This design comes from an exercise in tuning for small area and few clock cycles per item on the open sky130 flow, not from production work.
The RTL was checked by simulation tests, not by an equivalence proof against the original design.
Power figures rest on the tool's default switching activity, not on a simulated workload.

[design.v]
`default_nettype none
package rlsi_pkg;
	typedef enum logic [1:0] {
		CMD_LOAD  = 2'd0,
		CMD_TAKE  = 2'd1,
		CMD_CLEAR = 2'd2
	} rlsi_cmd_t;
	localparam logic [7:0] CHAR_SPACE   = 8'd32;
	localparam logic [7:0] CHAR_ZERO    = 8'd48;
	localparam logic [7:0] CHAR_NINE    = 8'd57;
	localparam logic [7:0] CHAR_UPPER_A = 8'd65;
	localparam logic [7:0] CHAR_UPPER_Z = 8'd90;
	localparam logic [7:0] CHAR_LOWER_A = 8'd97;
	localparam logic [7:0] CHAR_LOWER_Z = 8'd122;
	localparam int         DECIMAL_BASE = 10;
	typedef struct packed {
		logic [7:0] out_char;
		logic       has_more;
		logic       table_full;
	} rlsi_result_t;
endpackage
`default_nettype wire
`default_nettype none
module rlsi_run_mem #(
	parameter int DEPTH  = 64,
	parameter int ADDR_W = 6,
	parameter int DATA_W = 40
) (
	input  wire logic              clk,
	input  wire logic              we,
	input  wire logic [ADDR_W-1:0] waddr,
	input  wire logic [DATA_W-1:0] wdata,
	input  wire logic [ADDR_W-1:0] raddr,
	output logic      [DATA_W-1:0] rdata
);
	logic [DATA_W-1:0] mem [DEPTH];
	always_ff @(posedge clk) begin
		if (we) begin
			mem[waddr] <= wdata;
		end
		if (we && (waddr == raddr)) begin
			rdata <= wdata;
		end else begin
			rdata <= mem[raddr];
		end
	end
endmodule
`default_nettype wire
`default_nettype none
import rlsi_pkg::*;
module rlsi_engine #(
	parameter int RUN_SLOTS  = 64,
	parameter int COUNT_BITS = 32
) (
	input  wire logic                clk,
	input  wire logic                arst_n,
	input  wire logic                go,
	input  wire rlsi_pkg::rlsi_cmd_t cmd,
	input  wire logic [7:0]          byte_value,
	output rlsi_pkg::rlsi_result_t   result
);
	localparam int IDX_W  = $clog2(RUN_SLOTS);
	localparam int RUNS_W = $clog2(RUN_SLOTS + 1);
	localparam int REM_W  = COUNT_BITS + IDX_W;
	localparam int MUL_W  = COUNT_BITS + 4;
	localparam int ENT_W  = 8 + COUNT_BITS;
	localparam logic [MUL_W-1:0] COUNT_MAX_W = {{4{1'b0}}, {COUNT_BITS{1'b1}}};
	logic [RUNS_W-1:0]     runs_q, runs_d;
	logic [IDX_W-1:0]      rslot_q, rslot_d;
	logic [COUNT_BITS-1:0] used_q, used_d;
	logic [REM_W-1:0]      remain_q, remain_d;
	logic                  skip_q, skip_d;
	logic [7:0]            tail_letter_q, tail_letter_d;
	logic [COUNT_BITS-1:0] tail_count_q, tail_count_d;
	logic [7:0]            cur_letter_q, cur_letter_d;
	logic [COUNT_BITS-1:0] cur_count_q, cur_count_d;
	logic [RUNS_W-1:0]     tail_full;
	logic [IDX_W-1:0]      tail_idx;
	logic                  has_tail;
	logic                  rs_is_tail;
	logic [IDX_W:0]        nxt_full;
	logic                  nxt_is_tail;
	logic [IDX_W:0]        rd_full;
	logic [IDX_W-1:0]      raddr;
	logic [ENT_W-1:0]      rdata;
	logic [7:0]            eff_cur_letter, eff_nxt_letter;
	logic [COUNT_BITS-1:0] eff_cur_count, eff_nxt_count;
	logic [MUL_W-1:0]      prod;
	logic [COUNT_BITS-1:0] new_count;
	logic [COUNT_BITS-1:0] delta;
	logic                  byte_is_letter;
	logic                  byte_is_digit;
	logic                  we;
	logic [IDX_W-1:0]      waddr;
	logic [ENT_W-1:0]      wdata;
	assign tail_full   = runs_q - RUNS_W'(1);
	assign tail_idx    = tail_full[IDX_W-1:0];
	assign has_tail    = (runs_q != '0);
	assign rs_is_tail  = has_tail && (rslot_q == tail_idx);
	assign nxt_full    = {1'b0, rslot_q} + (IDX_W + 1)'(1);
	assign nxt_is_tail = has_tail && (nxt_full == {1'b0, tail_idx});
	assign rd_full = {1'b0, rslot_d} + (IDX_W + 1)'(1);
	assign raddr   = (rd_full >= (IDX_W + 1)'(RUN_SLOTS)) ? '0 : rd_full[IDX_W-1:0];
	assign eff_cur_letter = rs_is_tail ? tail_letter_q : cur_letter_q;
	assign eff_cur_count  = rs_is_tail ? tail_count_q  : cur_count_q;
	assign eff_nxt_letter = nxt_is_tail ? tail_letter_q : rdata[ENT_W-1:COUNT_BITS];
	assign eff_nxt_count  = nxt_is_tail ? tail_count_q  : rdata[COUNT_BITS-1:0];
	assign byte_is_letter = ((byte_value >= CHAR_LOWER_A) && (byte_value <= CHAR_LOWER_Z)) ||
		((byte_value >= CHAR_UPPER_A) && (byte_value <= CHAR_UPPER_Z));
	assign byte_is_digit  = (byte_value >= CHAR_ZERO) && (byte_value <= CHAR_NINE);
	assign prod = (MUL_W'(tail_count_q) << 3) + (MUL_W'(tail_count_q) << 1) +
		MUL_W'(byte_value[3:0]);
	assign new_count = (prod > COUNT_MAX_W) ? {COUNT_BITS{1'b1}} : prod[COUNT_BITS-1:0];
	assign delta     = new_count - tail_count_q;
	always_comb begin
		runs_d        = runs_q;
		rslot_d       = rslot_q;
		used_d        = used_q;
		remain_d      = remain_q;
		skip_d        = skip_q;
		tail_letter_d = tail_letter_q;
		tail_count_d  = tail_count_q;
		cur_letter_d  = eff_cur_letter;
		cur_count_d   = eff_cur_count;
		we            = 1'b0;
		waddr         = tail_idx;
		wdata         = {byte_value, {COUNT_BITS{1'b0}}};
		result.out_char   = CHAR_SPACE;
		result.has_more   = 1'b0;
		result.table_full = 1'b0;
		if (go) begin
			unique case (cmd)
				CMD_LOAD: begin
					if (byte_is_letter) begin
						if (has_tail && (tail_count_q == '0)) begin
							tail_letter_d = byte_value;
							skip_d        = 1'b0;
							we            = 1'b1;
						end else if (runs_q >= RUNS_W'(RUN_SLOTS)) begin
							skip_d            = 1'b1;
							result.table_full = 1'b1;
						end else begin
							tail_letter_d = byte_value;
							tail_count_d  = '0;
							runs_d        = runs_q + RUNS_W'(1);
							skip_d        = 1'b0;
							we            = 1'b1;
							waddr         = runs_q[IDX_W-1:0];
						end
					end else if (byte_is_digit && !skip_q && has_tail) begin
						tail_count_d = new_count;
						remain_d     = remain_q + REM_W'(delta);
						we           = 1'b1;
						wdata        = {tail_letter_q, new_count};
					end
				end
				CMD_TAKE: begin
					if (remain_q != '0) begin
						remain_d = remain_q - REM_W'(1);
						if (used_q >= eff_cur_count) begin
							rslot_d         = nxt_full[IDX_W-1:0];
							used_d          = COUNT_BITS'(1);
							cur_letter_d    = eff_nxt_letter;
							cur_count_d     = eff_nxt_count;
							result.out_char = eff_nxt_letter;
						end else begin
							used_d          = used_q + COUNT_BITS'(1);
							result.out_char = eff_cur_letter;
						end
					end
				end
				CMD_CLEAR: begin
					runs_d   = '0;
					rslot_d  = '0;
					used_d   = '0;
					remain_d = '0;
					skip_d   = 1'b0;
				end
				default: begin
				end
			endcase
			result.has_more = (remain_d != '0);
		end
	end
	always_ff @(posedge clk or negedge arst_n) begin
		if (!arst_n) begin
			runs_q   <= '0;
			rslot_q  <= '0;
			used_q   <= '0;
			remain_q <= '0;
			skip_q   <= 1'b0;
		end else begin
			runs_q   <= runs_d;
			rslot_q  <= rslot_d;
			used_q   <= used_d;
			remain_q <= remain_d;
			skip_q   <= skip_d;
		end
	end
	always_ff @(posedge clk) begin
		if (go) begin
			tail_letter_q <= tail_letter_d;
			tail_count_q  <= tail_count_d;
			cur_letter_q  <= cur_letter_d;
			cur_count_q   <= cur_count_d;
		end
	end
	rlsi_run_mem #(
		.DEPTH  (RUN_SLOTS),
		.ADDR_W (IDX_W),
		.DATA_W (ENT_W)
	) u_mem (
		.clk   (clk),
		.we    (we),
		.waddr (waddr),
		.wdata (wdata),
		.raddr (raddr),
		.rdata (rdata)
	);
endmodule
`default_nettype wire
`default_nettype none
import rlsi_pkg::*;
module run_length_string_iterator #(
	parameter int RUN_SLOTS  = 64,
	parameter int COUNT_BITS = 32
) (
	input  wire logic        clk,
	input  wire logic        arst_n,
	input  wire logic        s_tvalid,
	output logic             s_tready,
	input  wire logic [7:0]  s_tdata,    
	input  wire logic [1:0]  s_tuser,    
	output logic             m_tvalid,
	input  wire logic        m_tready,
	output logic      [15:0] m_tdata     
);
	logic         v_s1;
	rlsi_pkg::rlsi_cmd_t    cmd_s1;
	logic [7:0]   byte_s1;
	logic         go;
	rlsi_pkg::rlsi_result_t res;
	rlsi_pkg::rlsi_result_t res_q;
	assign go       = v_s1 && (!m_tvalid || m_tready);
	assign s_tready = !v_s1 || go;
	assign m_tdata  = {6'b0, res_q.table_full, res_q.has_more, res_q.out_char};
	always_ff @(posedge clk or negedge arst_n) begin
		if (!arst_n) begin
			v_s1     <= 1'b0;
			m_tvalid <= 1'b0;
		end else begin
			if (s_tready) begin
				v_s1 <= s_tvalid;
			end
			if (go) begin
				m_tvalid <= 1'b1;
			end else if (m_tready) begin
				m_tvalid <= 1'b0;
			end
		end
	end
	always_ff @(posedge clk) begin
		if (s_tvalid && s_tready) begin
			cmd_s1  <= rlsi_pkg::rlsi_cmd_t'(s_tuser);
			byte_s1 <= s_tdata;
		end
		if (go) begin
			res_q <= res;
		end
	end
	rlsi_engine #(
		.RUN_SLOTS  (RUN_SLOTS),
		.COUNT_BITS (COUNT_BITS)
	) u_engine (
		.clk        (clk),
		.arst_n     (arst_n),
		.go         (go),
		.cmd        (cmd_s1),
		.byte_value (byte_s1),
		.result     (res)
	);
endmodule
`default_nettype wire
[run.sh]
#!/bin/bash
# synth_recipe.tcl (not shown) runs the flow's synth.tcl, then flattens the netlist and writes it again
# the make line also repeats each setting of config.mk as NAME=value (left out here)
make -C /OpenROAD-flow-scripts/flow DESIGN_CONFIG=/design/flow/config.mk WORK_HOME=/design/flow/orfs CLKGATE_MAP_FILE= SYNTH_SCRIPT=/design/flow/synth_recipe.tcl finish
[config.mk]
export PLATFORM = sky130hd
export DESIGN_NAME = run_length_string_iterator
export DESIGN_NICKNAME = run_length_string_iterator
export VERILOG_FILES = /design/flow/design.v
export SDC_FILE = /design/flow/constraint.sdc
export NUM_CORES = 4
export LEC_CHECK = 0
export CAP_MARGIN = 20
export CORE_MARGIN = 2
export CORE_UTILIZATION = 40
export SLEW_MARGIN = 20
[constraint.sdc]
create_clock -name core_clock -period 10.0 [get_ports {clk}]
set_input_delay 2.0000 -clock core_clock [delete_from_list [all_inputs] [get_ports {clk}]]
set_output_delay 2.0000 -clock core_clock [all_outputs]
set_load 0.01 [all_outputs]
==> impl_results.rst <==
.. list-table::
   :header-rows: 1

   * - Metric
     - Value
   * - Result of the run
     - complete, no violations
   * - Starting utilization of the core area
     - 40.2%
   * - Sequential-to-total area share from yosys stat
     - 71.5%
   * - Static leakage
     - 43.5 nW
   * - Final-layout setup total negative slack
     - 0 ns
   * - Clock Root Buffer
     - clkbuf_16
   * - Maximum count of clock buffers along a single path
     - 4
   * - Dominant cell type by area after synthesis
     - edfxtp_1
   * - Critical path class
     - flop to flop
   * - Average vias per placed instance
     - 5.87
   * - CP endpoint kind
     - flop
   * - Data arrival time of the critical path
     - 10.11 ns
   * - DRC violations left
     - 0
   * - IO Port Bufs
     - 25
   * - Full die area
     - 291000 um^2
   * - Worst endpoint required time
     - 10.60 ns
   * - Clock latency on the worst-skew pair
     - 0.88 ns
   * - Worst Hold Launch
     - u_engine.used_q[4]
   * - Cts bufs inserted
     - 290
   * - Areal power density over the cells
     - 192 nW/um^2
   * - Peak clock frequency supported by timing
     - 105 MHz
   * - Total grt overflow
     - 0
   * - Class of the worst hold path
     - flop to flop
   * - Wire per inst
     - 29.7 um
   * - Asr flop ratio synth
     - 3.13%
   * - CTS tree
     - done
   * - Final weighted congestion in routability-driven placement
     - 0.882
   * - Row count
     - 196
   * - Yosys synthesis warning count
     - 3
   * - Actual slew at the worst max-slew pin
     - 1.25 ns
   * - Post-Synthesis Cell Area
     - 115000 um^2
   * - Most common flop cell mapped by yosys
     - edfxtp_1
   * - Cell with the biggest individual delay on the critical path
     - fa_1
   * - Final critical-path share of the clock period
     - 95.1%
   * - Number of nets in the layout
     - 6480
   * - Ports placed on the boundary
     - 32
   * - Worst-case setup margin in the final layout
     - 0.491 ns
   * - Endpoint of the lowest-slack register-to-register path
     - res_q[1]
   * - Post-Route WL
     - 305000 um
   * - Peak supply drop
     - 151 uV
   * - Clock slew at reported path FFs
     - 0.06 ns
   * - Pin count of the biggest net entering global routing
     - 129
   * - Hold path endpoint
     - u_engine.used_q[4]
   * - DIE WIDTH
     - 540 um
   * - Top area cells in the synthesized netlist
     - edfxtp_1 70%, mux4_2 16%, dfrtp_1 1.9%, ha_1 1.9%, nor2_1 1.0%
   * - Signed area change from the synthesized netlist to the final layout
     - 14.3%
   * - First-pass GRT wire length
     - 439000 um
   * - Dpl cells
     - 9744
   * - Routed Antenna Nets
     - 0
   * - Placement-stage worst setup slack
     - -0.349 ns
   * - Number of global-route vias before repair
     - 60568
   * - Total Routing Usage GR
     - 20.7%
   * - Share of cells above drive strength 1
     - 26.9%
   * - Total number of vias
     - 60260
   * - Standard cell core area
     - 285000 um^2
   * - Cells after synthesis
     - 5900
   * - # H-tree levels
     - 5
   * - Detailed Route Iter0 Violations
     - 6920
   * - Most used standard cell by instance count after synthesis
     - edfxtp_1
   * - Count of cells along the worst hold path
     - 2
   * - Estimated wirelength of the detail-placed design
     - 175000 um
   * - MaxCap Viol Count
     - 0
   * - Commonest cells post-synth
     - 2660 x edfxtp_1, 827 x mux4_2, 316 x nor2_1
   * - Peak per-stage delay on the critical path
     - 0.51 ns
   * - Unique masters post-synth
     - 95
   * - Number of clock sinks
     - 2752
   * - Number of antenna violations at the first check in global routing
     - 18
   * - Minimum period implied by the final worst setup slack
     - 9.51 ns
   * - Avg Inst Size Synth
     - 19.5 um^2
   * - Internal reg-to-reg setup slack
     - 0.49 ns
   * - RR Startpoint
     - u_engine.tail_count_q[0]
   * - DIE HEIGHT
     - 540 um
   * - Flip-flop and latch count after synthesis
     - 2752
   * - Element type at the critical path start
     - flop
   * - Final setup violation count
     - 0
   * - Relative max-transition margin
     - 16.7%
   * - Share of the synthesized area in the top cell type
     - 69.5%
   * - Fin cells
     - 10274
   * - Worst clock skew
     - 0.0564 ns
   * - Detailed Routing Iterations Pass 1
     - 8
   * - Critical path fanouts, max
     - 7
   * - Post-CTS Hold Fix Bufs
     - 0
   * - Count of flip-flops with a built-in enable after synthesis
     - 2660
   * - R2r worst-path depth
     - 39
   * - Final number of hold-violating endpoints
     - 0
   * - Max-slew violations
     - 0
==> sequential cells by signal, summed over array words and instances, names as in the netlist, named ones only <==
signal                  count
v_s1                        1
u_engine.cur_letter_q       8
m_tvalid                    1
u_engine.runs_q             7
u_engine.tail_letter_q      8
u_engine.tail_count_q      32
res_q                      10
u_engine.used_q            32
u_engine.remain_q          38
u_engine.rslot_q            6
u_engine.skip_q             1
u_engine.cur_count_q       32
cmd_s1                      2
u_engine.u_mem.mem       2560
byte_s1                     8
==> power by group <==
group	switching [W]	total, W	internal [W]
clock	0.00436	0.00999	0.00562
combinational	0.00150	0.00239	0.000882
sequential	0.000173	0.0128	0.0126
total	0.00604	0.0252	0.0191
==> area by class of cell <==
| cell class | count | area (um^2) |
|---|---|---|
| clock buffers | 368 | 7770 |
| inverters | 109 | 409 |
| flip-flops and latches | 2752 | 82200 |
| diodes | 4 | 10.0 |
| fillers | 23846 | 154000 |
| multi-input cells | 2754 | 32200 |
| clock inverters | 142 | 846 |
| repair buffers | 383 | 3230 |
| well taps | 3762 | 4710 |
==> worst max path at each step <==
stage	to	depth (start not counted)	start	slack [ns]
6_report	res_q[1]	39	u_engine.tail_count_q[0]	0.49
2_1_floorplan	res_q[1]	41	u_engine.tail_count_q[1]	0.70
3_5_place_dp	res_q[1]	42	byte_s1[2]	-0.35
3_3_place_gp	res_q[1]	40	u_engine.tail_count_q[0]	-0.46
5_1_grt	res_q[1]	43	byte_s1[3]	-0.04
4_1_cts	res_q[1]	41	u_engine.tail_count_q[0]	0.06
==> metrics by stage <==
step / area (um^2) / power (W) / utilization, % / hold slack, ns
global placement: 122000 / 0.0154 / 42.8 / 0.511
CTS: 131000 / 0.0253 / 45.9 / 0.553
global route: 131000 / 0.0259 / 46.0 / 0.574
detailed placement: 122000 / 0.0154 / 42.8 / 0.536
floorplan: 115000 / 0.0143 / - / 0.441
finish: 131000 / 0.0252 / 46.0 / 0.553
==> timing repair <==
action	in CTS	in global routing
setup endpoints to repair	2	6
setup buffers	0	9
pin swaps	0	23
cloned	0	0
resized for setup	5	44
==> routing by layer <==
metal | global-route usage [%] | part of all wire (%)
met5 | 0 | 0
met4 | 4.92 | 2.1
met3 | 3.09 | 6.8
met2 | 34.6 | 50
met1 | 28.5 | 41
==> cell families (layout without fill, tap and decap cells) <==
logic type	Yosys count	count (layout)	share of synthesized area, %
other cells	1	10	0.00326
buf+inv	399	1002	1.36
mux	902	902	16.9
flops	2752	2752	71.5
fa+ha+maj	176	176	1.94
compound gates	644	644	3.65
xor+xnor	102	102	0.778
simple gates	924	924	3.88
==> placed cells by master (no fill, tap or decap), drive strengths merged, types with 8 or more instances in the layout <==
master and instances:
edfxtp 2660, mux4 827, clkbuf 368, buf 359, nor2 317, nand2 208, ha 172, o21ai 154
a21oi 148, clkinv 130, inv 113, dfrtp 86, a211oi 76, mux2i 68, nand3 68, nor3 63
xnor2 55, a21o 54, xor2 47, nor2b 46, nand4 43, nand2b 35, a31oi 29, and3 28
or3 26, clkdlybuf4s50 24, o21a 22, nor4 22, o211ai 19, o31ai 19, o21bai 18, and2 11
or4 11, o31a 10, o32ai 10, or2 9, nor4b 8
==> worst max-delay path: cells and delay by family, from the launching register on <==
family	cells	cell delay, ns
AOI/OAI and AO/OA	20	4.43
xor gates and xnor gates	1	0.10
adders and majority gates	5	1.84
buffers and inverters	3	0.38
DFF	1	0.45
muxes	1	0.14
and+or+nand+nor	9	1.89
Testbench counts, summed over its fixed seeds: cycles 48,369, items 48,353.

port drivers added, routing unchanged:
No port has a modelled driver above. Below, the same layout with a new extraction and two added sets of constraints. Step 1 sets driving cells, clkbuf_16 on the clock port and buf_2 on the other inputs (assumed; they add their load-dependent delay and slew). Step 2, shift: input delay + t, output delay - t, t = (earliest + latest rising clock arrival at the registers) / 2. This alone moves slack from input paths to output paths. a / b / c = no drivers / after step 1 / after step 2; a / b = the first two.
t (ns): 0.949
slack for setup (ns): 0.491 / 0.491 / 0.491
worst setup path after step 2: register to register
worst slew at a driven data input, ns: 0.07
After both steps this run still meets setup and hold. The setup slack of this run moves by 0.000 ns with the drivers and by 0.000 ns with both steps.
